This is an optimization exercise on Yosys and OpenROAD, whose aim is small area, a short achievable clock period and few clock cycles, not a production implementation. RTL that was checked went through simulation tests only; none was proved equivalent to the original. Power and IR drop assume default switching activity.

==> flow/design.v (excerpt) <==
module rms_level_meter_peak_hold #(
    parameter int MAX_FRAMES = rlm_pkg::RLM_MAX_FRAMES
) (
    input  logic                                i_clk,
    input  logic                                i_rst_n,
    input  logic                                i_in_valid,
    output logic                                o_in_ready,
    input  logic signed [rlm_pkg::SAMPLE_W-1:0] i_sample,
    input  logic                                i_last_sample,
    output logic                                o_out_valid,
    input  logic                                i_out_ready,
    output logic [rlm_pkg::LEVEL_W-1:0]         o_level,
    output logic [rlm_pkg::LEVEL_W-1:0]         o_peak_level
);
Settings: LEC_CHECK=0, ABC_CLOCK_PERIOD_IN_PS=3000, CAP_MARGIN=20, CORE_MARGIN=2, CORE_UTILIZATION=40, CTS_BUF_LIST=sky130_fd_sc_hd__clkbuf_8, CTS_CLUSTER_DIAMETER=60, CTS_CLUSTER_SIZE=16, SLEW_MARGIN=20; clock period 10.0 ns.
standard.sh (not shown) runs the stock make flow with config.mk's settings and CLKGATE_MAP_FILE= SYNTH_SCRIPT=/design/flow/synth_recipe.tcl, a recipe that flattens the netlist after the stock synthesis.
==> flow/flow/run.sh <==
#!/bin/bash
# The standard layout, with repair_timing aiming well past the 10 ns clock so that the
# resizer sizes gates and buffers for the period this design can reach. Constraints unchanged.
set -euo pipefail
MARGIN=$(cat flow/margin.txt)
bash standard.sh SETUP_SLACK_MARGIN=$MARGIN finish > standard_flow.log 2>&1
==> flow/flow/margin.txt <==
6.8
The first run passed the timing, design-rule and antenna checks.
Change:
--- a/flow/config.mk
+++ b/flow/config.mk
@@ -12,3 +11,0 @@
-export CTS_BUF_LIST = sky130_fd_sc_hd__clkbuf_8
-export CTS_CLUSTER_DIAMETER = 60
-export CTS_CLUSTER_SIZE = 16
Power goes up by 8.4%. Combinational power barely changes. Cell count hardly moves. Final area rose by 1.6%. First-iteration DRC count fell by 2.1%. Fmax decreases by about 3.4%.
Change:
==> flow/flow/run.sh (replaced) <==
#!/bin/bash
# The standard layout, with repair_timing aiming well past the 10 ns clock so that the
# resizer sizes gates and buffers for the period this design can reach, and a plain buffer
# (not a delay cell) on each port. Constraints unchanged.
set -euo pipefail
MARGIN=$(cat flow/margin.txt)
bash standard.sh SETUP_SLACK_MARGIN=$MARGIN "BUFFER_PORTS_ARGS=-buffer_cell sky130_fd_sc_hd__buf_2" finish > standard_flow.log 2>&1
--- a/flow/config.mk
+++ b/flow/config.mk
@@ -11,0 +12,3 @@
+export CTS_BUF_LIST = sky130_fd_sc_hd__clkbuf_8
+export CTS_CLUSTER_DIAMETER = 60
+export CTS_CLUSTER_SIZE = 16
What happened: Power fell by 8.2%; die area does not change; worst hold slack gains 24 ps; maximum frequency rose by 3.8%.
Change:
==> flow/flow/margin.txt (replaced) <==
7.1
After rerunning: Final cell count went up by about 2.6%; total power went up by 11%; design area went up by about 7%; combinational power went up by 34%; setup slack is worse by 3.3 ps; non-clock buffer count went up by 46.
Function was not checked in any run of this note: the RTL went through the layout flow alone.

---

== north ==
Another version of the RTL of rms_level_meter_peak_hold (not shown whole).
Size in the first run: about 1200 cells after synthesis, about 220 flip-flops, roughly 37 I/O pins, roughly 0.013 sq mm of cells after synthesis.
==> flow/config.mk <==
export PLATFORM = sky130hd
export DESIGN_NAME = rms_level_meter_peak_hold
export DESIGN_NICKNAME = rms_level_meter_peak_hold
export VERILOG_FILES = /design/flow/design.v
export SDC_FILE = /design/flow/constraint.sdc
export NUM_CORES = 4
export LEC_CHECK = 0
export ABC_CLOCK_PERIOD_IN_PS = 3000
export CAP_MARGIN = 20
export CORE_MARGIN = 2
export CORE_UTILIZATION = 50
export CTS_BUF_LIST = sky130_fd_sc_hd__clkbuf_16
export CTS_CLUSTER_DIAMETER = 100
export CTS_CLUSTER_SIZE = 30
export PLACE_DENSITY = 0.65
export SLEW_MARGIN = 20
export SYNTH_HIERARCHICAL = 1
==> flow/constraint.sdc <==
create_clock -name core_clock -period 10.0 [get_ports {i_clk}]
set_input_delay 2.0000 -clock core_clock [delete_from_list [all_inputs] [get_ports {i_clk}]]
set_output_delay 2.0000 -clock core_clock [all_outputs]
set_load 0.01 [all_outputs]
==> flow/flow/run.sh <==
#!/bin/bash
# The standard layout, with repair_timing aiming well past the 10 ns clock so that the
# resizer sizes gates and buffers for the period this design can reach, and a plain buffer
# (not a delay cell) on each port. Constraints unchanged.
set -euo pipefail
MARGIN=$(cat flow/margin.txt)
bash standard.sh SETUP_SLACK_MARGIN=$MARGIN "BUFFER_PORTS_ARGS=-buffer_cell sky130_fd_sc_hd__buf_2" finish > standard_flow.log 2>&1
==> flow/flow/margin.txt <==
6.95
Testbench counts of north, summed over its fixed seeds: cycles 32,158.
Relative to north, the following input files were edited for south:
==> flow/flow/margin.txt <==
7.05
--- a/flow/config.mk
+++ b/flow/config.mk
@@ -11 +11 @@
-export CORE_UTILIZATION = 50
+export CORE_UTILIZATION = 40
@@ -15 +14,0 @@
-export PLACE_DENSITY = 0.65
## What came out
Comparing south against north, there is no change at all in critical path depth. south — worst slew margin relative to its limit 7.4 points higher, north as reference. south vs. north: routed length on met2 went up by about 10%. south against north: total power picked up an extra 6.4%, number of non-filler instances in the completed layout picked up an extra about 6%. Summary: with north as the reference, number of filler instances in the final layout in south moved up by more than a quarter.
What east does differently from south at the input level:
==> flow/flow/margin.txt <==
6.95
--- outcome ---
east: flow completed, timing, DRC and antenna clean
south went all the way through the flow, and no timing, DRC or antenna check failed.
east vs south, combinational fraction of design power went down by 1.3 points.
Summary: with south as the reference, detailed route wirelength on metal2 in east moved down by a few percent.
Cmp east vs south: non-clock buffer count lower in east
Highest clock rate down 0.0016 GHz in east wrt south
Via count of east falls short of that of south slightly.
The wire length number comes out lower for east vs south.
There was hardly any difference in storage element area between south and east.
Taking south as the reference, in east area after synthesis comparable, number of buffer and inverter instances along the worst setup path comparable, aggregate global-route resource usage now smaller.
For west, these inputs were changed with respect to east:
==> flow/flow/margin.txt <==
6.9
## What came out
Between west and east, it is west whose worst hold slack is higher, by 5.3 ps. Per the comparison of west with east, sequential cell area in the final layout decreased about 0.43%; placed standard-cell area essentially unchanged; setup slack of the critical path after layout increased 11 ps. Row switching share of power: west lower / east higher. Going from east to west, the power share of the sequential group was found to have gone up by 0.5 points. Comparing west with east, the initial antenna violation count came out essentially unchanged. On cell count, west and east are neck and neck.

---

rms_level_meter_peak_hold, a different RTL version from the one above (not shown whole).
Size: roughly 1300 cells after synthesis.
clock: 10.0 ns
lec_check: 0
abc_clock_period_in_ps: 3000
cap_margin: 5
core_margin: 2
core_utilization: 40
cts_buf_list: sky130_fd_sc_hd__clkbuf_16
cts_cluster_diameter: 100
cts_cluster_size: 30
slew_margin: 5
synth_hierarchical: 1
==> flow/flow/margin.txt <==
6.95
Scripts as last shown in full above: flow/flow/run.sh
The first run finished with timing, DRC and antenna clean.
Testbench counts at the start, summed over its fixed seeds: cycles 32,158.
Next try:
==> flow/flow/margin.txt (replaced) <==
7.05
CAP_MARGIN = 20   (was 5)
SLEW_MARGIN = 20   (was 5)
Setup slack improved by 18 ps.
Final area goes up by 4.3%.
Core utilization goes up by 1.9 points.
First-iteration DRC count goes up by 7.9%.
Synthesized area does not change.
Power goes up by 5.0%.
Flip-flop and latch count is unchanged.
Next try:
==> flow/flow/margin.txt (replaced) <==
6.95
ABC_AREA = 1   (was unset)
=>
- The new run ran to the end with no violations
- total power rose by a few percent
- worst hold slack loses 43 ps
- final cell count rose by a quarter to a third
- global-route usage rose by 0.29 points
- via count grows by about a fifth
- sequential share of layout area hardly moves
- worst setup slack degrades by 40 ps
- register-to-register slack stays flat
Next try:
==> flow/flow/margin.txt (replaced) <==
6.85
ABC_AREA = unset   (was 1)
=>
- global-route usage came out lower by 0.26 points
- clock power came out higher by roughly a tenth
- routed wire length came out lower by a little under a tenth
Next try:
==> flow/flow/margin.txt (replaced) <==
6.9
The changed run completed with no timing, DRC or antenna violations.
Wire length stays flat.
Global-route usage stays flat.
Flip-flop and latch count is unchanged.
Setup slack is better by 38 ps.
Register-to-register slack is better by 70 ps.
Sequential power barely changes.
Total power grows by 0.38%.
Sequential share of layout area stays flat.

---

## oak
Another version of the RTL of rms_level_meter_peak_hold (not shown whole).
Size: roughly 1300 cells after synthesis, roughly 37 I/O pins, roughly 13000 um2 of cells after synthesis.
==> flow/config.mk <==
export PLATFORM = sky130hd
export DESIGN_NAME = rms_level_meter_peak_hold
export DESIGN_NICKNAME = rms_level_meter_peak_hold
export VERILOG_FILES = /design/flow/design.v
export SDC_FILE = /design/flow/constraint.sdc
export NUM_CORES = 4
export LEC_CHECK = 0
export ABC_CLOCK_PERIOD_IN_PS = 3000
export CAP_MARGIN = 20
export CORE_MARGIN = 2
export CORE_UTILIZATION = 40
export CTS_BUF_LIST = sky130_fd_sc_hd__clkbuf_8
export CTS_CLUSTER_DIAMETER = 60
export CTS_CLUSTER_SIZE = 16
export SLEW_MARGIN = 20
==> flow/constraint.sdc <==
create_clock -name core_clock -period 10.0 [get_ports {i_clk}]
set_input_delay 2.0000 -clock core_clock [delete_from_list [all_inputs] [get_ports {i_clk}]]
set_output_delay 2.0000 -clock core_clock [all_outputs]
set_load 0.01 [all_outputs]
==> flow/flow/run.sh <==
#!/bin/bash
# The standard layout, with repair_timing aiming well past the 10 ns clock so that the
# resizer sizes gates and buffers for the period this design can reach, and a plain buffer
# (not a delay cell) on each port. Constraints unchanged.
set -euo pipefail
MARGIN=$(cat flow/margin.txt)
bash standard.sh SETUP_SLACK_MARGIN=$MARGIN "BUFFER_PORTS_ARGS=-buffer_cell sky130_fd_sc_hd__buf_2" REMOVE_ABC_BUFFERS=1 finish > standard_flow.log 2>&1
==> flow/flow/margin.txt <==
6.8
Testbench counts of oak, summed over its fixed seeds: cycles 32,134.
Relative to oak, the following input files were edited for pine:
Settings: CORE_UTILIZATION: 40 -> 60; PLACE_DENSITY: unset -> 0.8.
--- a/flow/flow/run.sh
+++ b/flow/flow/run.sh
@@ -5,3 +5,3 @@
 set -euo pipefail
 MARGIN=$(cat flow/margin.txt)
-bash standard.sh SETUP_SLACK_MARGIN=$MARGIN "BUFFER_PORTS_ARGS=-buffer_cell sky130_fd_sc_hd__buf_2" REMOVE_ABC_BUFFERS=1 finish > standard_flow.log 2>&1
+bash standard.sh SETUP_SLACK_MARGIN=$MARGIN "BUFFER_PORTS_ARGS=-buffer_cell sky130_fd_sc_hd__buf_2" finish > standard_flow.log 2>&1
Notes after the runs:
Non-clock buffer count in the final layout of pine exceeds that of oak slightly.
The DRC violation total after the first TritonRoute iteration of pine exceeds that of oak by 153.
Against oak, pine comes in about 0.5% higher on overall power after layout.
The CTS clock-pin slew for the worst setup and hold paths on oak is in line with that on pine.
Proportion of power drawn by the clock network, oak and pine, higher one = pine.
The worst hold slack on pine is in line with that on oak.
diff inputs: pine => birch
Settings: CORE_UTILIZATION changed from 60 to 40; PLACE_DENSITY removed (was 0.8).
### Flow results
- birch: done, clean on timing, DRC and antenna
- | normalized max-slew margin | birch vs pine | worse |
- Compared with pine, birch shows a final period utilization that is 0.21 points lower.
- Post-cts repair resize count up 5 in birch wrt pine
- Routed wire length (lower): pine
- met3 wire length down about 37% in birch wrt pine
- Going from pine to birch, maximum vdd drop grew by a little under 10%.
- Compared with pine, in birch sequential share of layout area essentially unchanged, via count of the first global-routing pass decreased about 1.5%, worst hold slack decreased 11 ps.
> inputs changed (birch -> maple)
==> flow/flow/margin.txt <==
6.5
==> comparison <==
- Of the two candidates, birch has the better clock period minus worst slack and maple the worse one.
- Combinational cell fraction of total power ends up higher on birch.
- Per the comparison of maple with birch, area of all placed cells without fillers went down about 0.5%, routed wire length went down 330 um, critical path depth went up 2.
- Going from birch to maple, footprint of the flip-flops and latches shrank by 48 um2; measured slew at the worst slew-check pin went up by 11 ps.
What cedar does differently from maple at the input level:
==> flow/flow/margin.txt <==
7.0
For the global-route usage, cedar came in 0.48 points higher than maple did.
Diff maple -> cedar: portion of total power attributed to combinational logic went up 6.4 points; fraction of standard cell area that is sequential went down 0.92 points.

---

old:
Another version of the RTL of rms_level_meter_peak_hold (not shown whole).
Size in the first run: about 1,500 cells after synthesis, roughly 180 flip-flops, roughly 37 I/O pins.
Settings: LEC_CHECK=0, ABC_CLOCK_PERIOD_IN_PS=3000, CAP_MARGIN=20, CORE_MARGIN=2, CORE_UTILIZATION=40, SLEW_MARGIN=20; clock period 10.0 ns.
==> flow/flow/run.sh <==
#!/bin/bash
# The standard layout, with repair_timing aiming well past the 10 ns clock so that the
# resizer sizes gates and buffers for the period this design can reach. Constraints unchanged.
set -euo pipefail
MARGIN=$(cat flow/margin.txt)
bash standard.sh SETUP_SLACK_MARGIN=$MARGIN finish > standard_flow.log 2>&1
==> flow/flow/margin.txt <==
7.1
The final layout from old, which completed every stage, passed the timing, design-rule and antenna checks at the end of the flow.
Input-level comparison between new and old:
==> flow/flow/margin.txt <==
6.8
[summary]
In summary, new completed successfully, with a layout that passed the timing, design-rule and antenna checks. new vs old: post-route clock period utilization up. [compare] base=old new=new: clock slew at the register clock pins of the worst setup and hold paths comparable; number of placement rows stayed essentially flat; synthesized area held steady.
Function was not checked in any run of this note: the RTL went through the layout flow alone.

---

RTL: one of the versions met above, not the one the previous note started from.
Size: roughly 1,300 cells after synthesis, roughly 220 flip-flops, about 37 I/O pins, roughly 13,000 um2 of cells after synthesis.
clock: 10.0 ns
lec_check: 0
abc_clock_period_in_ps: 3000
cap_margin: 20
core_margin: 2
core_utilization: 40
cts_buf_list: sky130_fd_sc_hd__clkbuf_8
cts_cluster_diameter: 60
cts_cluster_size: 16
slew_margin: 20
synth_hierarchical: 1
==> flow/flow/run.sh <==
#!/bin/bash
# The standard layout, with repair_timing aiming well past the 10 ns clock so that the
# resizer sizes gates and buffers for the period this design can reach, and a plain buffer
# (not a delay cell) on each port. Constraints unchanged.
set -euo pipefail
MARGIN=$(cat flow/margin.txt)
bash standard.sh SETUP_SLACK_MARGIN=$MARGIN "BUFFER_PORTS_ARGS=-buffer_cell sky130_fd_sc_hd__buf_2" finish > standard_flow.log 2>&1
==> flow/flow/margin.txt <==
7.0
The first run went through all stages and came out clean.
Testbench counts at the start, summed over its fixed seeds: cycles 32,158.
Then changed:
- CTS_BUF_LIST: sky130_fd_sc_hd__clkbuf_8 -> sky130_fd_sc_hd__clkbuf_16
- CTS_CLUSTER_DIAMETER: 60 -> 100
- CTS_CLUSTER_SIZE: 16 -> 30
Die area is unchanged.
Sequential power stays flat.
Power came out lower by 5.2%.
Global-route usage decreases by 0.12 points.
Then changed:
==> flow/flow/margin.txt (replaced) <==
6.9
- CTS_BUF_LIST: sky130_fd_sc_hd__clkbuf_16 -> sky130_fd_sc_hd__clkbuf_8 sky130_fd_sc_hd__clkbuf_16
- CTS_CLUSTER_DIAMETER: 100 -> 80
- CTS_CLUSTER_SIZE: 30 -> 24
Outcome:
- cell count stays flat
- via count falls by 1.5%
- routed wire length went down by about 1.1%
- area after synthesis does not change
- sequential share of layout area goes down by 0.41 points
- first-iteration DRC count increases by about 3.5%
- worst setup slack loses 50 ps
- total power came out higher by about 5%
- critical path depth does not change
- non-clock buffer count fell by 4
- combinational power shrinks by 4.3%
Then changed:
==> flow/flow/margin.txt (replaced) <==
6.95
- CTS_BUF_LIST: sky130_fd_sc_hd__clkbuf_8 sky130_fd_sc_hd__clkbuf_16 -> sky130_fd_sc_hd__clkbuf_16
- CTS_CLUSTER_DIAMETER: 80 -> 90
- CTS_CLUSTER_SIZE: 24 -> 36
=>
- The changed run finished clean
- via count climbs slightly
- cell area goes down slightly
- wire length increases slightly
- maximum frequency grows slightly
- synthesized area stays the same

---

== run 1 ==
rms_level_meter_peak_hold again, from the RTL that the note above started with.
export LEC_CHECK = 0
export ABC_CLOCK_PERIOD_IN_PS = 3000
export CAP_MARGIN = 20
export CORE_MARGIN = 2
export CORE_UTILIZATION = 40
export CTS_BUF_LIST = sky130_fd_sc_hd__clkbuf_8
export CTS_CLUSTER_DIAMETER = 60
export CTS_CLUSTER_SIZE = 16
export SLEW_MARGIN = 20
export SYNTH_HIERARCHICAL = 1
create_clock -name core_clock -period 10.0 [get_ports {i_clk}]
==> flow/flow/margin.txt <==
6.8
Scripts as last shown in full above: flow/flow/run.sh
The final layout from run 1, which completed every stage, passed the timing, design-rule and antenna checks at the end of the flow.
Testbench counts of run 1, summed over its fixed seeds: cycles 32,158.
The inputs of run 2 differ from those of run 1 as listed below.
==> flow/flow/margin.txt <==
7.1
Notes after the runs:
As far as arrival time at the worst endpoint is concerned, run 2 and run 1 perform about the same.
Across both runs, power dissipated in combinational cells was higher for run 2 than for run 1.
Against run 1 as the reference, run 2 delivers a higher detailed-route wire length.
## Diff of input files: run 3 against run 2
- CTS_CLUSTER_SIZE changed from 16 to 30
- CTS_CLUSTER_DIAMETER changed from 60 to 100
- CTS_BUF_LIST changed from sky130_fd_sc_hd__clkbuf_8 to sky130_fd_sc_hd__clkbuf_16
==> flow/flow/margin.txt <==
6.95
- In the flow results for run 2 and run 3, the design area is smaller on run 3.
- Against run 2, run 3 reports a non-clock buffer count that is lower.
- Relative area of non-clock buffer cells in the final design (higher): run 2
- Per the comparison of run 3 with run 2, count of clock buffers in the final design shows a reduction of 15; share of power burned in the clock network shows a reduction of 2.3 points; share of power burned in combinational logic shows a reduction of 1.7 points.
- The run with more setup slack is run 3; run 2 has less.
- Run 3 -> run 2: instance count on the critical path delta 0, exact match
- On wire length, run 2 loses to run 3.
- The run showing the smaller core utilization of the finished layout is run 3.
- The final layouts of run 2 and run 3 pass the timing, design-rule and antenna checks.
- Compared to run 2, run 3 has worst setup slack before clock tree synthesis 0.028 ns lower.

## what the ideal ports hide
No port has a modelled driver above. Below, the same layouts with a new extraction and two added sets of constraints. Step 1 sets driving cells, clkbuf_16 on the clock port and buf_2 on the other inputs (assumed; they add their load-dependent delay and slew). Step 2 adds t to the input delays and takes it off the output delays; t is the mean of the earliest and latest rising clock arrival at the registers after step 1. Input paths then give back, and output paths get back, about the clock's delay inside the block. Slacks: no drivers / after step 1 / after step 2; pairs: no drivers / after step 1.
run	t (ns)	setup slack, ns	slew at the worst register clock pin (ns)
the first run of note 1	0.595	6.846 / 6.807 / 6.606	0.11 / 0.11
the second run of note 1	0.583	6.735 / 6.686 / 6.609	0.06 / 0.06
the third run of note 1	0.591	6.856 / 6.814 / 6.562	0.10 / 0.10
the fourth run of note 1	0.608	6.853 / 6.853 / 6.734	0.10 / 0.10
north	0.511	6.992 / 6.947 / 6.574	0.11 / 0.11
south	0.532	6.982 / 6.935 / 6.516	0.12 / 0.12
east	0.520	6.968 / 6.922 / 6.530	0.11 / 0.11
west	0.523	6.979 / 6.930 / 6.530	0.12 / 0.12
the first run of note 3	0.520	6.992 / 6.944 / 6.577	0.11 / 0.11
the second run of note 3	0.526	7.010 / 6.964 / 6.526	0.11 / 0.11
the third run of note 3	0.522	6.970 / 6.925 / 6.631	0.11 / 0.11
the fourth run of note 3	0.527	6.943 / 6.894 / 6.486	0.12 / 0.12
the fifth run of note 3	0.524	6.981 / 6.933 / 6.573	0.12 / 0.12
oak	0.589	6.874 / 6.830 / 6.517	0.10 / 0.10
pine	0.584	6.858 / 6.818 / 6.534	0.10 / 0.10
birch	0.592	6.880 / 6.832 / 6.542	0.10 / 0.10
maple	0.592	6.634 / 6.634 / 6.207	0.10 / 0.10
cedar	0.584	6.963 / 6.918 / 6.729	0.10 / 0.10
old	0.498	6.778 / 6.778 / 6.778	0.08 / 0.08
new	0.496	6.746 / 6.746 / 6.492	0.07 / 0.07
the first run of note 6	0.577	6.948 / 6.901 / 6.553	0.10 / 0.10
the second run of note 6	0.529	7.006 / 6.956 / 6.562	0.11 / 0.11
the third run of note 6	0.547	6.956 / 6.906 / 6.575	0.09 / 0.09
the fourth run of note 6	0.534	6.976 / 6.929 / 6.496	0.12 / 0.12
run 1	0.592	6.906 / 6.860 / 6.500	0.11 / 0.11
run 2	0.599	6.910 / 6.864 / 6.558	0.10 / 0.10
run 3	0.520	6.992 / 6.944 / 6.577	0.11 / 0.11
After both steps every run listed still meets setup and hold. The setup slack of the second run of note 3, which loses most, moves by -0.046 ns with the drivers and by -0.484 ns with both steps.
